Source: an optimization exercise on an open RTL-to-GDS flow (aim: small area). Production flows keep margins and buffers that such runs may drop.
Only simulation tests tie the RTL to the original design; equivalence was not proved.

## design/flow/design.v

```verilog
module pst_brain_core (
  input  logic       clk,
  input  logic       rst,
  input  logic [7:0] cur0,
  input  logic [7:0] cur1,
  input  logic [7:0] cur2,
  input  logic [7:0] cur3,
  output logic [7:0] phase0,
  output logic [7:0] phase1,
  output logic [7:0] phase2,
  output logic [7:0] phase3,
  output logic [2:0] winner,
  output logic [7:0] winner_score,
  output logic [7:0] winner_rel,
  output logic [7:0] w_ab,
  output logic [7:0] w_ac,
  output logic [7:0] w_ad,
  output logic [7:0] w_bc,
  output logic [7:0] w_bd,
  output logic [7:0] w_cd,
  output logic [7:0] seq_slot_A,
  output logic [7:0] seq_slot_B,
  output logic       seq_force_valid,
  output logic [7:0] seq_force_pred,
  output logic [7:0] pred_out,
  output logic [7:0] pred_err,
  output logic       reward_out,
  output logic [2:0] gamma_cnt,
  output logic [2:0] theta_cnt,
  output logic       theta_tick,
  output logic       episode_last,
  output logic [2:0] ep_winner,
  output logic [3:0] ep_strength,
  output logic       ep_valid,
  output logic       exploit_mode,
  output logic       explore_mode,
  output logic [1:0] confidence_level,
  output logic       err_explore,
  output logic       delta_tick,
  output logic [2:0] topic_winner,
  output logic [2:0] topic_strength,
  output logic       topic_valid
);
  logic [7:0] r_cnt;
  logic [7:0] r_val [4];
  logic [3:0] r_spk;
  logic [7:0] r_phase [4];
  logic [6:0] r_wh [6];           
  logic [2:0] r_winner;
  logic [7:0] r_win_score, r_win_rel, r_slot_a, r_slot_b, r_pred, r_pred_err;
  logic       r_reward, r_rw1, r_rw2, r_hi1, r_hi2, r_err_explore;
  logic [1:0] r_conf;
  logic [2:0] r_gamma_cnt, r_theta_cnt;
  logic [2:0] r_win_cnt [6];
  logic [2:0] r_eph [3];           
  logic [2:0] r_ep_winner, r_topic_winner, r_topic_strength;
  logic [3:0] r_ep_strength;
  logic [7:0] w_cur [4];
  assign w_cur[0] = cur0;
  assign w_cur[1] = cur1;
  assign w_cur[2] = cur2;
  assign w_cur[3] = cur3;
  logic w_first, w_gamma_end, w_explore, w_ep_valid, w_topic_valid;
  assign w_first       = (r_cnt == 8'h00);
  assign w_gamma_end   = (r_cnt == 8'h80);
  assign w_ep_valid    = (r_ep_strength != 4'd0);
  assign w_topic_valid = (r_topic_strength != 3'd0);
  assign w_explore     = !r_conf[1] | r_err_explore;
  logic [8:0] w_sum [4];
  logic [3:0] w_spk_eff, w_fire;
  always_comb begin
    for (int c = 0; c < 4; c++) begin
      w_spk_eff[c] = !w_first && r_spk[c];
      w_sum[c]     = {1'b0, (w_first ? 8'd0 : r_val[c])} +
                     {1'b0, (w_gamma_end ? ~r_val[(c + 1) % 4] : (w_spk_eff[c] ? 8'd1 : w_cur[c]))} +
                     {8'd0, w_gamma_end};
      w_fire[c]    = !w_spk_eff[c] && (w_sum[c] >= 9'd200);
    end
  end
  always_ff @(posedge clk) begin
    for (int c = 0; c < 4; c++) begin
      r_spk[c] <= w_spk_eff[c] | w_fire[c];
      r_val[c] <= w_fire[c] ? 8'd1 : w_sum[c][7:0];
    end
  end
  function automatic logic [1:0] pair_a(input int p);
    case (p)
      0, 1, 2: pair_a = 2'd0;
      3, 4:    pair_a = 2'd1;
      default: pair_a = 2'd2;
    endcase
  endfunction
  function automatic logic [1:0] pair_b(input int p);
    case (p)
      0:       pair_b = 2'd1;
      1, 3:    pair_b = 2'd2;
      default: pair_b = 2'd3;
    endcase
  endfunction
  logic [7:0] w_rel [6];
  logic [7:0] w_score [6];
  logic [7:0] v_a, v_b, v_diff;
  logic       v_valid;
  logic [8:0] v_t;
  always_comb begin
    v_a = '0; v_b = '0; v_diff = '0; v_t = '0; v_valid = 1'b0;
    for (int p = 0; p < 6; p++) begin
      v_a      = r_val[pair_a(p)];
      v_b      = r_val[pair_b(p)];
      v_valid  = r_spk[pair_a(p)] && r_spk[pair_b(p)];
      case (p)
        0:       v_t = w_sum[0];
        3:       v_t = w_sum[1];
        5:       v_t = w_sum[2];
        2:       v_t = w_sum[3];
        default: v_t = {1'b0, v_a} + {1'b0, ~v_b} + 9'd1;
      endcase
      v_diff   = v_t[8] ? v_t[7:0] : (8'd0 - v_t[7:0]);
      w_rel[p] = v_valid ? ~v_diff : 8'd0;
      w_score[p] = {1'b0, w_rel[p][7:1]} + {3'd0, r_wh[p][6:2]} +
                   {5'd0, !w_explore && w_ep_valid && r_ep_winner == 3'(p),
                          !w_explore && w_topic_valid && r_topic_winner == 3'(p), 1'b0};
    end
  end
  logic [2:0] w_winner;
  logic [7:0] w_best, w_best_rel;
  logic       w_coh;
  assign w_coh = (w_best_rel >= 8'd235);
  logic [5:0] v_alive, w_win_oh;
  always_comb begin
    v_alive = 6'b111111;
    for (int k = 7; k >= 0; k--) begin
      w_best[k] = 1'b0;
      for (int p = 0; p < 6; p++) w_best[k] = w_best[k] | (v_alive[p] & w_score[p][k]);
      for (int p = 0; p < 6; p++) v_alive[p] = v_alive[p] & (w_score[p][k] | ~w_best[k]);
    end
    for (int p = 0; p < 6; p++) begin
      w_win_oh[p] = v_alive[p];
      for (int q = 0; q < p; q++) w_win_oh[p] = w_win_oh[p] & ~v_alive[q];
    end
    w_winner   = 3'd0;
    w_best_rel = 8'd0;
    for (int p = 0; p < 6; p++) begin
      if (w_win_oh[p]) w_winner = w_winner | 3'(p);
      w_best_rel = w_best_rel | (w_rel[p] & {8{w_win_oh[p]}});
    end
  end
  logic [7:0] w_err;
  logic       w_reward, w_hi_err;
  always_comb begin
    w_err    = (w_best > r_win_score) ? (w_best - r_win_score) : (r_win_score - w_best);
    w_reward = (w_err < 8'd5);
    w_hi_err = (w_err > 8'd5);
  end
  logic [6:0] w_wh_tog [6];
  logic       v_inc, v_dec;
  logic [6:0] v_ones, v_zero;
  always_comb begin
    v_inc = 1'b0; v_dec = 1'b0; v_ones = '0; v_zero = '0;
    for (int p = 0; p < 6; p++) begin
      v_inc = (w_winner == 3'(p)) && w_coh;
      v_dec = (w_winner != 3'(p)) && r_gamma_cnt[0];
      v_ones[0] = 1'b1;
      v_zero[0] = 1'b1;
      for (int i = 1; i < 7; i++) begin
        v_ones[i] = v_ones[i-1] && (i == 1 || r_wh[p][i-1]);
        v_zero[i] = v_zero[i-1] && !r_wh[p][i-1];
      end
      for (int i = 0; i < 7; i++)
        w_wh_tog[p][i] = (v_inc && i >= 1 && v_ones[i]) || (v_dec && v_zero[i] && (r_wh[p] != 7'd0));
      if (v_inc && r_wh[p] >= 7'd119) w_wh_tog[p] = r_wh[p] ^ 7'd120;
    end
  end
  logic [3:0] w_win_cnt_new [6];
  logic [2:0] w_ep_cnt_new  [6];
  logic [2:0] w_ep_win, w_topic_win, w_topic_str;
  logic [3:0] w_ep_str;
  logic [1:0] w_conf_new;
  logic [5:0] v_alw, v_ale;
  logic       v_oh;
  always_comb begin
    for (int p = 0; p < 6; p++)
      w_win_cnt_new[p] = {1'b0, r_win_cnt[p]} + ((w_winner == 3'(p)) ? 4'd1 : 4'd0);
    v_alw = 6'b111111;
    for (int k = 3; k >= 0; k--) begin
      w_ep_str[k] = 1'b0;
      for (int p = 0; p < 6; p++) w_ep_str[k] = w_ep_str[k] | (v_alw[p] & w_win_cnt_new[p][k]);
      for (int p = 0; p < 6; p++) v_alw[p] = v_alw[p] & (w_win_cnt_new[p][k] | ~w_ep_str[k]);
    end
    w_ep_win = 3'd0;
    for (int p = 0; p < 6; p++) begin
      v_oh = v_alw[p];
      for (int q = 0; q < p; q++) v_oh = v_oh & ~v_alw[q];
      if (v_oh) w_ep_win = w_ep_win | 3'(p);
    end
    for (int p = 0; p < 6; p++)
      w_ep_cnt_new[p] = 3'(w_ep_win == 3'(p)) + 3'(r_ep_winner == 3'(p)) + 3'(r_eph[0] == 3'(p)) +
                        3'(r_eph[1] == 3'(p)) + 3'(r_eph[2] == 3'(p));
    v_ale = 6'b111111;
    for (int k = 2; k >= 0; k--) begin
      w_topic_str[k] = 1'b0;
      for (int p = 0; p < 6; p++) w_topic_str[k] = w_topic_str[k] | (v_ale[p] & w_ep_cnt_new[p][k]);
      for (int p = 0; p < 6; p++) v_ale[p] = v_ale[p] & (w_ep_cnt_new[p][k] | ~w_topic_str[k]);
    end
    w_topic_win = 3'd0;
    for (int p = 0; p < 6; p++) begin
      v_oh = v_ale[p];
      for (int q = 0; q < p; q++) v_oh = v_oh & ~v_ale[q];
      if (v_oh) w_topic_win = w_topic_win | 3'(p);
    end
    w_conf_new = r_conf;
    if (w_ep_str >= 4'd7)      w_conf_new = (r_conf == 2'd3) ? 2'd3 : r_conf + 2'd1;
    else if (w_ep_str <= 4'd5) w_conf_new = (r_conf == 2'd0) ? 2'd0 : r_conf - 2'd1;
  end
  always_ff @(posedge clk or posedge rst) begin
    if (rst) begin
      r_cnt <= '0;
      for (int c = 0; c < 4; c++) r_phase[c] <= 8'd255;
      for (int p = 0; p < 6; p++) begin
        r_wh[p] <= 7'd64; r_win_cnt[p] <= '0;
      end
      r_winner <= '0; r_win_score <= '0; r_win_rel <= '0;
      r_slot_a <= 8'd0; r_slot_b <= 8'd213;
      r_pred <= '0; r_pred_err <= '0;
      r_reward <= 1'b0; r_rw1 <= 1'b0; r_rw2 <= 1'b0;
      r_hi1 <= 1'b0; r_hi2 <= 1'b0; r_err_explore <= 1'b0;
      r_gamma_cnt <= '0; r_theta_cnt <= '0; r_conf <= 2'd2;
      r_ep_winner <= '0; r_ep_strength <= '0; r_topic_winner <= '0; r_topic_strength <= '0;
    end else begin
      r_cnt <= {r_cnt[6:0], r_cnt[7] ^ r_cnt[5] ^ r_cnt[4] ^ r_cnt[3] ^ (r_cnt[6:0] == 7'd0)};
      if (w_gamma_end) begin
        for (int c = 0; c < 4; c++) r_phase[c] <= r_spk[c] ? ~r_val[c] : 8'd255;
        for (int p = 0; p < 6; p++) r_wh[p] <= r_wh[p] ^ w_wh_tog[p];
        r_winner    <= w_winner;
        r_win_score <= w_best;
        r_win_rel   <= w_best_rel;
        r_slot_a    <= w_score[0];
        r_slot_b    <= w_score[5];
        r_pred      <= r_win_score;
        r_pred_err  <= w_err;
        r_reward    <= w_reward;
        r_rw1       <= r_reward;
        r_rw2       <= r_rw1;
        r_hi1       <= w_hi_err;
        r_hi2       <= r_hi1;
        if (w_reward)                          r_err_explore <= 1'b0;
        else if (w_hi_err && r_hi1 && r_hi2)   r_err_explore <= 1'b1;
        r_gamma_cnt <= r_gamma_cnt + 3'd1;
        if (r_gamma_cnt == 3'd7) begin
          for (int p = 0; p < 6; p++) r_win_cnt[p] <= '0;
          r_ep_winner   <= w_ep_win;
          r_ep_strength <= w_ep_str;
          r_conf        <= w_conf_new;
          if (r_theta_cnt == 3'd4) begin
            r_theta_cnt <= '0;
            r_topic_winner   <= w_topic_win;
            r_topic_strength <= w_topic_str;
          end else begin
            r_theta_cnt <= r_theta_cnt + 3'd1;
          end
        end else begin
          for (int p = 0; p < 6; p++) r_win_cnt[p] <= w_win_cnt_new[p][2:0];
        end
      end
    end
  end
  always_ff @(posedge clk)
    if (w_gamma_end && r_gamma_cnt == 3'd7) begin
      r_eph[0] <= r_ep_winner;
      r_eph[1] <= r_eph[0];
      r_eph[2] <= r_eph[1];
    end
  logic w_tick, w_force_valid;
  assign w_tick        = w_first && (r_gamma_cnt == 3'd0);
  assign w_force_valid = r_rw1 && (r_reward || r_rw2);
  assign phase0 = r_phase[0];
  assign phase1 = r_phase[1];
  assign phase2 = r_phase[2];
  assign phase3 = r_phase[3];
  assign winner = r_winner;
  assign winner_score = r_win_score;
  assign winner_rel   = r_win_rel;
  assign w_ab = {r_wh[0], 1'b0};
  assign w_ac = {r_wh[1], 1'b0};
  assign w_ad = {r_wh[2], 1'b0};
  assign w_bc = {r_wh[3], 1'b0};
  assign w_bd = {r_wh[4], 1'b0};
  assign w_cd = {r_wh[5], 1'b0};
  assign seq_slot_A      = r_slot_a;
  assign seq_slot_B      = r_slot_b;
  assign seq_force_valid = w_force_valid;
  assign seq_force_pred  = w_force_valid ? r_pred : 8'd0;
  assign pred_out        = r_pred;
  assign pred_err        = r_pred_err;
  assign reward_out      = r_reward;
  assign gamma_cnt       = r_gamma_cnt;
  assign theta_cnt       = r_theta_cnt;
  assign theta_tick      = w_tick && w_ep_valid;
  assign episode_last    = (r_gamma_cnt == 3'd7);
  assign ep_winner       = r_ep_winner;
  assign ep_strength     = r_ep_strength;
  assign ep_valid        = w_ep_valid;
  assign exploit_mode    = (r_conf == 2'd3);
  assign explore_mode    = w_explore;
  assign confidence_level = r_conf;
  assign err_explore     = r_err_explore;
  assign delta_tick      = w_tick && (r_theta_cnt == 3'd0) && w_topic_valid;
  assign topic_winner    = r_topic_winner;
  assign topic_strength  = r_topic_strength;
  assign topic_valid     = w_topic_valid;
endmodule
```

## design/flow/flow/abc3.script

```
strash; dc2; drw; drf; dc2; strash; &get -n; &deepsyn -T 60 -S 1; &put; dch -f; amap; mfs -a; strash; dch -f; amap
```

## design/flow/config.mk

```make
export PLATFORM = sky130hd
export DESIGN_NAME = pst_brain_core
export DESIGN_NICKNAME = pst_brain_core
export VERILOG_FILES = /design/flow/design.v
export SDC_FILE = /design/flow/constraint.sdc
export NUM_CORES = 4
export LEC_CHECK = 0
export CAP_MARGIN = 0
export CORE_MARGIN = 2
export CORE_UTILIZATION = 75
export GPL_TIMING_DRIVEN = 0
export SLEW_MARGIN = 0
```

## design/flow/flow/run.sh

```bash
#!/bin/bash
# Own layout flow: the standard ORFS layout with an area-oriented synthesis and a lighter
# clock tree and port buffering.
#  - synthesis: the standard flow's own script, but the combinational mapping (ABC) is run with each of the
#    area scripts flow/abc*.script and the smallest result is kept; no Kogge-Stone carry
#    lookahead and no half/full-adder cell extraction (ABC maps the adders);
#  - port buffers are buf_1;
#  - clock tree: clkbuf_8 only, small sink clusters, no dummy loads.
# Each tool's output goes to its own log file in this folder.
set -euo pipefail
W=$(pwd)
{
  head -n 1 synth_recipe.tcl
  cat <<EOT
proc abc {args} {
  set lib ""
  set i [lsearch -exact \$args -liberty]
  if { \$i >= 0 } { set lib [lindex \$args [expr {\$i + 1}]] }
  set s [lsearch -exact \$args -script]
  design -save abc_in
  set best 1e18
  foreach scr [lsort [glob $W/flow/abc*.script]] {
    design -load abc_in
    yosys abc {*}[lreplace \$args \$s [expr {\$s + 1}] -script \$scr]
    set rep [tee -q -s result.string stat -liberty \$lib]
    regexp {Chip area for module[^:]*: ([0-9.]+)} \$rep -> area
    puts "ABC script \$scr: area \$area"
    if { \$area < \$best } { set best \$area; design -save abc_best }
  }
  design -load abc_best
  puts "ABC kept area \$best"
}
EOT
  tail -n +2 synth_recipe.tcl
} > my_synth.tcl
ARGS=(SYNTH_SCRIPT=$W/my_synth.tcl ADDER_MAP_FILE= SYNTH_OPERATIONS_ARGS=-noshare)
bash standard.sh synth "${ARGS[@]}" > synth.log 2>&1
bash standard.sh finish "${ARGS[@]}" \
  "BUFFER_PORTS_ARGS=-buffer_cell sky130_fd_sc_hd__buf_1" \
  "CTS_ARGS=-sink_clustering_enable -repair_clock_nets -dont_use_dummy_load -buf_list sky130_fd_sc_hd__clkbuf_8 -sink_clustering_size 14 -sink_clustering_max_diameter 60" \
  > layout.log 2>&1
```

## design/flow/standard.sh

```bash
#!/bin/bash
# synth_recipe.tcl (not shown) runs the flow's synth.tcl, then flattens the netlist and writes it again
# the make line also repeats each setting of config.mk as NAME=value (left out here)
make -C /OpenROAD-flow-scripts/flow DESIGN_CONFIG=/design/flow/config.mk WORK_HOME=/design/flow/orfs CLKGATE_MAP_FILE= SYNTH_SCRIPT=/design/flow/synth_recipe.tcl "${@:-finish}"
```

## design/flow/flow/abc5.script

```
strash; dc2; drw; drf; dc2; strash; &get -n; &deepsyn -T 60 -S 3; &put; dch -f; amap; mfs -a; strash; dch -f; amap
```

## design/flow/flow/abc1.script

```
strash; dc2; drw; drf; dc2; strash; dch -f; amap; strash; dc2; drw; drf; dc2; strash; dch -f; amap
```

## design/flow/flow/abc4.script

```
strash; dc2; drw; drf; dc2; strash; &get -n; &deepsyn -T 60 -S 2; &put; dch -f; amap; mfs -a; strash; dch -f; amap
```

## design/flow/constraint.sdc

```tcl
create_clock -name core_clock -period 50.0 [get_ports {clk}]
set_input_delay 10.0000 -clock core_clock [delete_from_list [all_inputs] [get_ports {clk}]]
set_output_delay 10.0000 -clock core_clock [all_outputs]
set_load 0.01 [all_outputs]
```

## design/flow/flow/abc2.script

```
strash; dc2; drw; drf; dc2; strash; dch -f; amap; mfs -a; strash; dch -f; amap
```

==> impl_metrics.csv, run 1 <==
group,metric,value,unit
global_route,grt_util_met2,73.7,%
floorplan,ios,204,
timing,finalCritPeriodShare,74.7,%
worst_setup_path,criticalPathCategory,"in -> reg",
worst_setup_path,cp_common_cell,"nor2_1",
floorplan,die_w,143,µm
synth,ys_seq_area_share,37.7,%
global_route,gr-total-overflow,0,
global_route,grt_most_used_layer,"met2",
timing,fin_ws,12630,ps
global_route,grt_pass1_wl,76.3,mm
synth,synth_edf_count,9,
synth,async_flop_share,79.8,%
worst_setup_path,cp_slowest_cell,"o21ai_0",
routing,first_pass_iters,9,
worst_setup_path,path_buf_inv,14,
final_layout,design_area,0.0160,mm²
timing,finalHoldViolations,0,
clock_network,clkLatencyLatePin,560,ps
timing,fmax,26.8,MHz
floorplan,start_util,75.7,%
routing,routedWlPerCell,19.0,µm
worst_setup_path,path_delay_family,"compound AO/OA/AOI/OAI gates",
synth,avgSynthCellArea,6.99,µm²
clock_network,post_cts_buffers,0,
worst_setup_path,worstPathMaxFanout,8,
placed_design,dp_slack,13740,ps
synth,synthCells,2087,
placed_design,numPortBuffers,197,
global_route,grt_max_degree,118,
clock_network,cts_buffers,21,
routing,dr_total_vias,17292,
outcome,status,"complete, no violations",
worst_setup_path,max_stage_delay,830,ps
worst_setup_path,required,50410,ps
worst_setup_path,critPathCaptureType,"flip-flop",
clock_network,htreeDepth,1,
routing,wirelength,49.0,mm
clock_network,cts_tree,"yes",
timing,slew_viol_final,0,
global_route,antenna_found_initial,0,
synth,ys_ff_latch,223,
final_layout,final_layout_size_suffix_gt1_share,3.37,%
synth,synthFlopType,"dfrtp_1",
min_path,hp-class,"reg -> reg",
timing,fin_tns_setup,0,ps
placed_design,dp_hpwl,37.3,mm
global_route,grt_pass1_vias,15669,
final_layout,diodes,0,
synth,yosys_warnings,13,
timing,min_period,37370,ps
floorplan,die_h,143,µm
clock_network,clkSinkCount,223,
clock_network,ctsHoldBuffers,0,
timing,tightest_slew,1090,ps
synth,yosys.cell_types.count,51,
clock_network,path_clk_slew,90,ps
floorplan,core.rowCount,51,
floorplan,core_area,0.0193,mm²
worst_setup_path,startpoint_type,"input port",
global_route,met1_usage,59.3,%
placed_design,place_area,0.0158,mm²
timing,skew,23.6,ps
routing,route.detailed.drc,0,
placed_design,gp_congestion,1.10,
worst_setup_path,crit_arrival,37770,ps
clock_network,root_buffer,"clkbuf_8",
timing,relSlewSlack,25.6,%
final_layout,fin_util,83.3,%
timing,rsz0062_at_grt,"no",
routing,ant_nets,0,
final_layout,syn2layout_area_growth,9.99,%
clock_network,cts_buffer_depth,3,
timing,setup_viol,0,
global_route,grt.total_usage,46.7,%
global_route,grtUsageMet3,11.6,%
floorplan,dieArea,0.0206,mm²
final_layout,nets,2348,
job,maxCapViolCount,0,
routing,first_iter_violations,2144,
routing,avgViaCountPerCell,6.71,
synth,syn-cell-area,0.0146,mm²
clock_network,cts_resized,0,
-- metal layers --
metal	vias up	routed length (µm)
li1	7844	-
met1	7841	17500
met2	1342	21700
met3	265	6890
met4	0	2970
met5	-	0
-- kinds of logic (layout without fill, tap and decap cells) --
family                 after synthesis  count (layout)  synth area share, %
AOI/OAI and AO/OA                  746             746                 30.8
buffers and inverters              251             471                 6.61
DFF                                223             223                 37.7
other                                1               6               0.0257
and+or+nand+nor                    866             866                 24.8
-- cell type report --
class                      instances  area, µm²
buffer                             6       45.0
clock buffer                      21        289
fill                            1302       3220
inverter                         245        930
multi-input combinational       1618       8160
sequential                       223       5500
tap                              265        332
timing repair buffer             199        795
-- flip-flops by register name, indices dropped and copies added (netlist names), 9 cells and up --
| register | cells |
|---|---|
| r_phase | 32 |
| r_win_cnt | 18 |
| r_val | 32 |
| r_eph | 9 |
| r_wh | 42 |
-- path summary, 6_finish.rpt --
check | startpoint | end | slack, ps | cells after the start
hold / removal | r_cnt[4]$_DFF_PP0_ | r_cnt[5]$_DFF_PP0_ | 390 | 0
hold reg to reg | r_cnt[4]$_DFF_PP0_ | r_cnt[5]$_DFF_PP0_ | 390 | 0
min in group asynchronous | rst | r_wh[0][5]$_DFFE_PP0P_ | 9550 | 2
setup reg to reg | r_cnt[6]$_DFF_PP0_ | r_topic_winner[0]$_DFFE_PP0P_ | 18340 | 120
setup / recovery | cur1[0] | r_topic_winner[0]$_DFFE_PP0P_ | 12630 | 127
max in group asynchronous | rst | r_phase[3][0]$_DFFE_PP1P_ | 39480 | 3
-- through the flow --
stage	std cells	hold WS [ps]
6_report	2577	388
4_1_cts	2577	385
3_5_place_dp	2556	366
3_3_place_gp	2554	353
2_1_floorplan	2092	348
5_1_grt	2577	398
-- worst register-to-register path, delay by kind of cell, from the launching register on --
| family | cells | cell delay (ps) |
|---|---|---|
| flops | 1 | 390 |
| simple gates | 49 | 10050 |
| compound gates | 55 | 16580 |
| buf+inv | 16 | 4420 |
-- cells in the final DEF, fill, tap and decap left out, types with 19 or more instances in the layout --
master      n
a21oi_1   202
dfstp_2    44
o21a_1     20
nor3_1     68
o22a_1     37
nor2_1    465
a211oi_1   24
buf_1     197
clkbuf_8   21
o21ai_0   240
clkinv_1  243
o22ai_1    95
dfxtp_1    36
nand2_1   212
dfrtp_1   134
nor2b_1    31
nand3_1    19
a22oi_1    27
-- cells in the mapped netlist (24+ instances only) --
cell type / n / share of area (%)
clkinv_1: 245 / 6.3
nor2_1: 467 / 12
a22oi_1: 27 / 1.4
dfrtp_1: 134 / 23
dfstp_2: 44 / 7.9
nand2_1: 213 / 5.5
o21ai_0: 240 / 8.2
nor2b_1: 31 / 1.3
a211oi_1: 24 / 1.2
a21oi_1: 202 / 6.9
o22a_1: 37 / 2.2
dfxtp_1: 36 / 4.9
o22ai_1: 95 / 4.1
nor3_1: 68 / 2.3
==> inputs of run 2 (changes only) <==
--- a/design/flow/config.mk
+++ b/design/flow/config.mk
@@ -8,5 +8,5 @@
 export CAP_MARGIN = 0
 export CORE_MARGIN = 2
-export CORE_UTILIZATION = 75
+export CORE_UTILIZATION = 70
 export GPL_TIMING_DRIVEN = 0
 export SLEW_MARGIN = 0
==> run 2 against run 1 <==
Still clean on timing, DRC and antenna. Synthesized area unchanged. Non-clock buffer count unchanged. Highest routed layer unchanged. Clock-buffer cell count decreased by 1. Sequential share of layout area about the same. Flip-flop and latch count unchanged.
==> impl_metrics.csv, run 2 <==
group,metric,value,unit
worst_setup_path,critPathCaptureType,"flip-flop",
routing,ant_nets,0,
clock_network,cts_tree,"yes",
synth,synth-simple-area-share,24.8,%
synth,synth_top_family_by_area,"compound AO/OA/AOI/OAI gates",
global_route,grt_max_degree,118,
global_route,grt_util_met2,70.6,%
timing,slew_viol_final,0,
routing,avgViaCountPerCell,6.63,
timing,skew,29.4,ps
placed_design,place_area,0.0158,mm²
synth,synthFlopType,"dfrtp_1",
synth,syn-cell-area,0.0146,mm²
synth,synth_edf_count,9,
global_route,gr-total-overflow,0,
worst_setup_path,worstPathMaxFanout,8,
global_route,grt_most_used_layer,"met2",
clock_network,cts_buffer_depth,3,
clock_network,htreeDepth,1,
clock_network,root_buffer,"clkbuf_8",
global_route,met1_usage,58.4,%
placed_design,gp_congestion,1.06,
synth,synthCells,2087,
timing,finalHoldViolations,0,
timing,fmax,26.5,MHz
final_layout,diodes,0,
global_route,antenna_found_initial,1,
routing,wirelength,49.6,mm
clock_network,post_cts_buffers,0,
clock_network,clkLatencyLatePin,570,ps
clock_network,ctsHoldBuffers,0,
routing,route.detailed.drc,0,
final_layout,design_area,0.0160,mm²
global_route,grtUsageMet3,9.88,%
placed_design,numPortBuffers,197,
timing,tightest_slew,1100,ps
timing,rsz0062_at_grt,"no",
worst_setup_path,rrSetupSlack,18040,ps
final_layout,layout_commonest_cell,"nor2_1",
synth,synthMuxAreaShare,0,%
floorplan,core.rowCount,52,
global_route,grt_pass1_vias,15378,
synth,yosys.cell_types.count,51,
synth,synthTopCellsByArea,"dfrtp_1, nor2_1, o21ai_0, dfstp_2, a21oi_1",
clock_network,cts_buffers,20,
synth,synth-adder-area-share,0,%
worst_setup_path,required,50420,ps
job,maxCapViolCount,0,
timing,finalCritPeriodShare,75.4,%
clock_network,clkSinkCount,223,
synth,synth_top_area_cell,"dfrtp_1",
worst_setup_path,cp_common_cell,"nor2_1",
final_layout,multiInputGateArea,0.00816,mm²
worst_setup_path,criticalPathCategory,"in -> reg",
synth,yosys.area_share.xor_xnor,0,%
synth,avgSynthCellArea,6.99,µm²
worst_setup_path,startpoint_type,"input port",
clock_network,path_clk_slew,90,ps
routing,first_iter_violations,1872,
final_layout,final_layout_size_suffix_gt1_share,3.33,%
synth,yosys.area.top_type_share,23.0,%
timing,fin_tns_setup,0,ps
global_route,grt_pass1_wl,77.3,mm
floorplan,die_w,148,µm
synth,ys_seq_area_share,37.7,%
global_route,grt.total_usage,43.9,%
worst_setup_path,max_stage_delay,810,ps
clock_network,cts_resized,0,
synth,synth_compound_area_share,30.8,%
synth,ys_ff_latch,223,
worst_setup_path,cp_slowest_cell,"o21ai_0",
synth,yosys_warnings,13,
floorplan,start_util,71.7,%
outcome,status,"complete, no violations",
floorplan,dieArea,0.0220,mm²
timing,min_period,37710,ps
final_layout,nets,2347,
routing,dr_total_vias,17113,
worst_setup_path,crit_arrival,38130,ps
final_layout,fillers,1473,
synth,yosysMostFrequentCell,"nor2_1",
final_layout,seqCellArea,0.00550,mm²
routing,first_pass_iters,10,
synth,synth_common_cells,"nor2_1, clkinv_1, o21ai_0",
floorplan,ios,204,
timing,relSlewSlack,25.7,%
placed_design,dp_hpwl,37.9,mm
final_layout,registers.top_by_ff_count,"r_wh",
min_path,hp-class,"reg -> reg",
final_layout,syn2layout_area_growth,9.85,%
timing,setup_viol,0,
final_layout,reg_top3,"r_wh (42), r_phase (32), r_val (32)",
floorplan,core_area,0.0204,mm²
floorplan,die_h,148,µm
final_layout,layout_common_cells,"nor2_1, clkinv_1, o21ai_0",
routing,routedWlPerCell,19.2,µm
final_layout,largest_register_ffs,42,
synth,async_flop_share,79.8,%
==> run 2: cell count changes in the layout (fill, tap and decap cells not counted), sizes merged <==
cell	delta
clkbuf	-1
==> run 2: worst max-delay path, delay by kind of cell <==
| family | cells | cell delay [ps] |
|---|---|---|
| compound gates | 55 | 14980 |
| simple gates | 59 | 9720 |
| buf+inv | 15 | 3350 |
==> run 2: final timing paths <==
check / depth (start not counted) / end / from
worst min register to register: 0 / r_cnt[7]$_DFF_PP0_ / r_cnt[6]$_DFF_PP0_
worst max-delay path: 129 / r_topic_winner[0]$_DFFE_PP0P_ / cur1[0]
worst min-delay path: 0 / r_cnt[7]$_DFF_PP0_ / r_cnt[6]$_DFF_PP0_
max in group asynchronous: 3 / r_phase[1][7]$_DFFE_PP1P_ / rst
worst max register to register: 131 / r_topic_winner[0]$_DFFE_PP0P_ / r_cnt[3]$_DFF_PP0_
min in group asynchronous: 2 / r_wh[0][4]$_DFFE_PP0P_ / rst
==> run 2: routing by layer <==
layer	wire length [µm]	share of wire, %
met1	18800	38
met2	22100	45
met3	6460	13
met4	2230	4.5
met5	0	0
==> run 2: final cells by class <==
| class | instances | share of cell area (%) |
|---|---|---|
| inverters | 245 | 5.80 |
| well taps | 270 | 2.11 |
| flip-flops and latches | 223 | 34.3 |
| repair buffers | 199 | 4.88 |
| clock buffers | 20 | 1.72 |
| plain buffers | 6 | 0.281 |
| multi-input cells | 1618 | 50.9 |
==> run 2: metrics by stage <==
stage / cells / worst slack, ps / hold WS, ps / util, %
floorplan: 2092 / 20060 / 348 / -
finish: 2581 / 12290 / 385 / 78.7
global placement: 2559 / 14360 / 359 / 77.0
global route: 2581 / 9460 / 392 / 78.7
CTS: 2581 / 13800 / 385 / 78.7
detailed placement: 2561 / 13460 / 357 / 77.4
==> run 2: cells by family (layout without fill, tap and decap cells) <==
kind of cell,after synthesis,count (layout)
AOI/OAI and AO/OA,746,746
DFF,223,223
and+or+nand+nor,866,866
other,1,6
buffers and inverters,251,470
==> inputs of run 3 (changes only) <==
==> design/flow/flow/abc6.script (new file) <==
strash; dc2; drw; drf; dc2; strash; &get -n; &deepsyn -T 60 -S 4; &put; dch -f; amap; mfs -a; strash; dch -f; amap
==> design/flow/flow/abc7.script (new file) <==
strash; dc2; drw; drf; dc2; strash; &get -n; &deepsyn -T 60 -S 5; &put; dch -f; amap; mfs -a; strash; dch -f; amap
==> design/flow/flow/abc8.script (new file) <==
strash; dc2; drw; drf; dc2; strash; &get -n; &deepsyn -T 60 -S 6; &put; dch -f; amap; mfs -a; strash; dch -f; amap
--- a/design/flow/config.mk
+++ b/design/flow/config.mk
@@ -6,7 +6,7 @@
 export NUM_CORES = 4
 export LEC_CHECK = 0
-export CAP_MARGIN = 0
+export CAP_MARGIN = 10
 export CORE_MARGIN = 2
 export CORE_UTILIZATION = 70
 export GPL_TIMING_DRIVEN = 0
-export SLEW_MARGIN = 0
+export SLEW_MARGIN = 10
==> run 3 against run 2 <==
Sequential share of layout area decreased by 0.14 points. Still clean on timing, DRC and antenna. Flip-flop and latch count unchanged. Highest routed layer unchanged. First-iteration DRC count increased by 6.3%. Cell area increased by 0.41%. Setup slack improved by 4600 ps. Critical path depth decreased by 4.
==> impl_metrics.csv, run 3 <==
group,metric,value,unit
routing,route.detailed.drc,0,
synth,yosys.area_share.xor_xnor,0,%
timing,setup_viol,0,
routing,first_iter_violations,1990,
routing,dr_total_vias,16826,
global_route,grt.total_usage,43.1,%
timing,finalCritPeriodShare,66.3,%
placed_design,dp_hpwl,37.1,mm
clock_network,post_cts_buffers,0,
final_layout,registers.top_by_ff_count,"r_wh",
placed_design,numPortBuffers,197,
synth,ys_seq_area_share,37.7,%
worst_setup_path,reg2reg_to,"r_topic_winner[0]$_DFFE_PP0P_",
clock_network,cts_buffer_depth,3,
synth,ys_ff_latch,223,
timing,relSlewSlack,25.5,%
floorplan,start_util,71.6,%
final_layout,fillers,1470,
worst_setup_path,reg2reg_depth,127,
routing,wirelength,48.3,mm
synth,synthMuxAreaShare,0,%
clock_network,clkSinkCount,223,
timing,tightest_slew,1110,ps
synth,synthFlopType,"dfrtp_1",
synth,synth_edf_count,9,
timing,fin_tns_setup,0,ps
timing,slew_viol_final,0,
clock_network,path_clk_slew,90,ps
worst_setup_path,critPathCaptureType,"flip-flop",
floorplan,die_h,148,µm
final_layout,largest_register_ffs,42,
final_layout,layout_commonest_cell,"nor2_1",
synth,avgSynthCellArea,6.99,µm²
synth,synth_top_area_cell,"dfrtp_1",
synth,synth-simple-area-share,25.2,%
global_route,gr-total-overflow,0,
floorplan,core.rowCount,52,
global_route,grt_max_degree,105,
clock_network,ctsHoldBuffers,0,
synth,synth_common_cells,"nor2_1, o21ai_0, clkinv_1",
final_layout,layout_common_cells,"nor2_1, o21ai_0, clkinv_1",
clock_network,root_buffer,"clkbuf_8",
routing,first_pass_iters,7,
routing,ant_nets,0,
clock_network,clkLatencyLatePin,580,ps
min_path,min-delay-start,"r_cnt[1]$_DFF_PP0_",
synth,yosysMostFrequentCell,"nor2_1",
min_path,min_to,"r_cnt[2]$_DFF_PP0_",
worst_setup_path,crit_arrival,33600,ps
floorplan,core_area,0.0204,mm²
final_layout,final_layout_size_suffix_gt1_share,3.50,%
synth,yosys.area.top_type_share,23.0,%
worst_setup_path,criticalPathCategory,"in -> reg",
worst_setup_path,max_stage_delay,530,ps
job,maxCapViolCount,0,
clock_network,cts_resized,0,
floorplan,die_w,148,µm
synth,synthTopCellsByArea,"dfrtp_1, nor2_1, o21ai_0, dfstp_2, a21oi_1",
synth,yosys.cell_types.count,54,
floorplan,ios,204,
outcome,status,"complete, no violations",
min_path,hp-class,"reg -> reg",
synth,synth_top_family_by_area,"compound AO/OA/AOI/OAI gates",
timing,skew,72.4,ps
worst_setup_path,rrSetupSlack,22230,ps
min_path,holdPathStages,0,
worst_setup_path,cp_common_cell,"nor2_1",
placed_design,dp_cells,2561,
global_route,grt_pass1_wl,75.8,mm
routing,routedWlPerCell,18.7,µm
synth,yosys_warnings,13,
routing,avgViaCountPerCell,6.51,
worst_setup_path,required,50460,ps
worst_setup_path,startpoint_type,"input port",
timing,fmax,30.2,MHz
clock_network,htreeDepth,1,
final_layout,nets,2350,
timing,min_period,33140,ps
synth,synth_compound_area_share,30.6,%
clock_network,cts_tree,"yes",
timing,rsz0062_at_grt,"no",
worst_setup_path,worstPathMaxFanout,10,
synth,synth-adder-area-share,0,%
final_layout,stdcell_count,2586,
floorplan,dieArea,0.0220,mm²
synth,async_flop_share,79.8,%
global_route,antenna_found_initial,0,
worst_setup_path,regToRegStartpoint,"r_cnt[6]$_DFF_PP0_",
placed_design,gp_congestion,0.993,
global_route,grt_pass1_vias,15029,
synth,synthCells,2085,
timing,finalHoldViolations,0,
final_layout,syn2layout_area_growth,10.4,%
clock_network,cts_buffers,23,
worst_setup_path,cp_slowest_cell,"clkinv_1",
timing,hold_ws,376,ps
final_layout,reg_top3,"r_wh (42), r_phase (32), r_val (32)",
synth,syn-cell-area,0.0146,mm²
## run 3: critical path: cells and delay by family
family                 cells  cell delay, ps
AOI/OAI and AO/OA         51           11830
and+or+nand+nor           60            8970
buffers and inverters     14            2770
## run 3: final cells by class
type / instances / area, µm² / area share [%]
Clock buffer: 23 / 317 / 1.97
Inverter: 237 / 900 / 5.59
Tap cell: 270 / 338 / 2.10
Antenna cell: 2 / 5.00 / 0.0311
Timing Repair Buffer: 201 / 813 / 5.05
Buffer: 6 / 45.0 / 0.280
Sequential cell: 223 / 5500 / 34.2
Multi-Input combinational cell: 1624 / 8180 / 50.8
## run 3: worst max path at each step
stage                  from                            end  slack [ps]  cells after the start
finish              cur0[0]  r_topic_winner[0]$_DFFE_PP0P_       16860                    125
global route        cur0[0]  r_topic_winner[0]$_DFFE_PP0P_       14640                    125
CTS                 cur0[0]  r_topic_winner[0]$_DFFE_PP0P_       18010                    123
detailed placement  cur0[0]  r_topic_winner[0]$_DFFE_PP0P_       17680                    125
global placement    cur0[0]  r_topic_winner[0]$_DFFE_PP0P_       18260                    125
floorplan           cur0[0]  r_topic_winner[0]$_DFFE_PP0P_       22440                    126
## run 3: per-layer routing
layer / part of all wire, % / vias up / wire length (µm) / track usage (%)
li1: - / 7844 / - / -
met1: 37 / 7575 / 18000 / 58.0
met2: 43 / 1191 / 20900 / 67.2
met3: 15 / 216 / 7060 / 10.3
met4: 4.7 / 0 / 2270 / 18.2
met5: 0 / - / 0 / 0
## run 3: logic make-up (layout without fill, tap and decap cells)
logic type / after synthesis / count (layout)
and+or+nand+nor: 881 / 881
AOI/OAI and AO/OA: 737 / 737
buffers and inverters: 243 / 467
DFF: 223 / 223
other: 1 / 8
## run 3: stage by stage
step	utilization, %	instance area (µm²)	setup slack (ps)
global placement	77.0	15700	18260
finish	79.0	16100	16860
floorplan	-	14600	22440
global route	79.0	16100	14640
CTS	79.0	16100	18010
detailed placement	77.4	15800	17680

-- what the ideal ports hide --
Ports are ideal in the flow. The routed layouts listed here were re-timed in OpenROAD. Step 1 (the two cells are an assumption about what drives the block):
set clk [get_ports {clk}]
set_driving_cell -lib_cell sky130_fd_sc_hd__clkbuf_16 $clk
set_driving_cell -lib_cell sky130_fd_sc_hd__buf_2 [delete_from_list [all_inputs] $clk]
Step 2 also shifts input and output timing later by t, the mid clock arrival at the registers, as if the neighbouring blocks saw the same clock. Slacks: no drivers / after step 1 / after step 2; pairs: no drivers / after step 1.
run | t (ns) | setup WS [ns] | clock arrival spread, ns | worst data-port slew with drivers (ns) | pins driven straight from the clock port
run 1 | 0.597 | 12.635 / 12.656 / 12.059 | 0.024 / 0.023 | 0.04 | 1
run 2 | 0.599 | 12.292 / 12.316 / 11.716 | 0.029 / 0.029 | 0.04 | 1
run 3 | 0.584 | 16.857 / 16.878 / 16.294 | 0.072 / 0.072 | 0.04 | 1
After both steps every run listed still meets setup and hold.
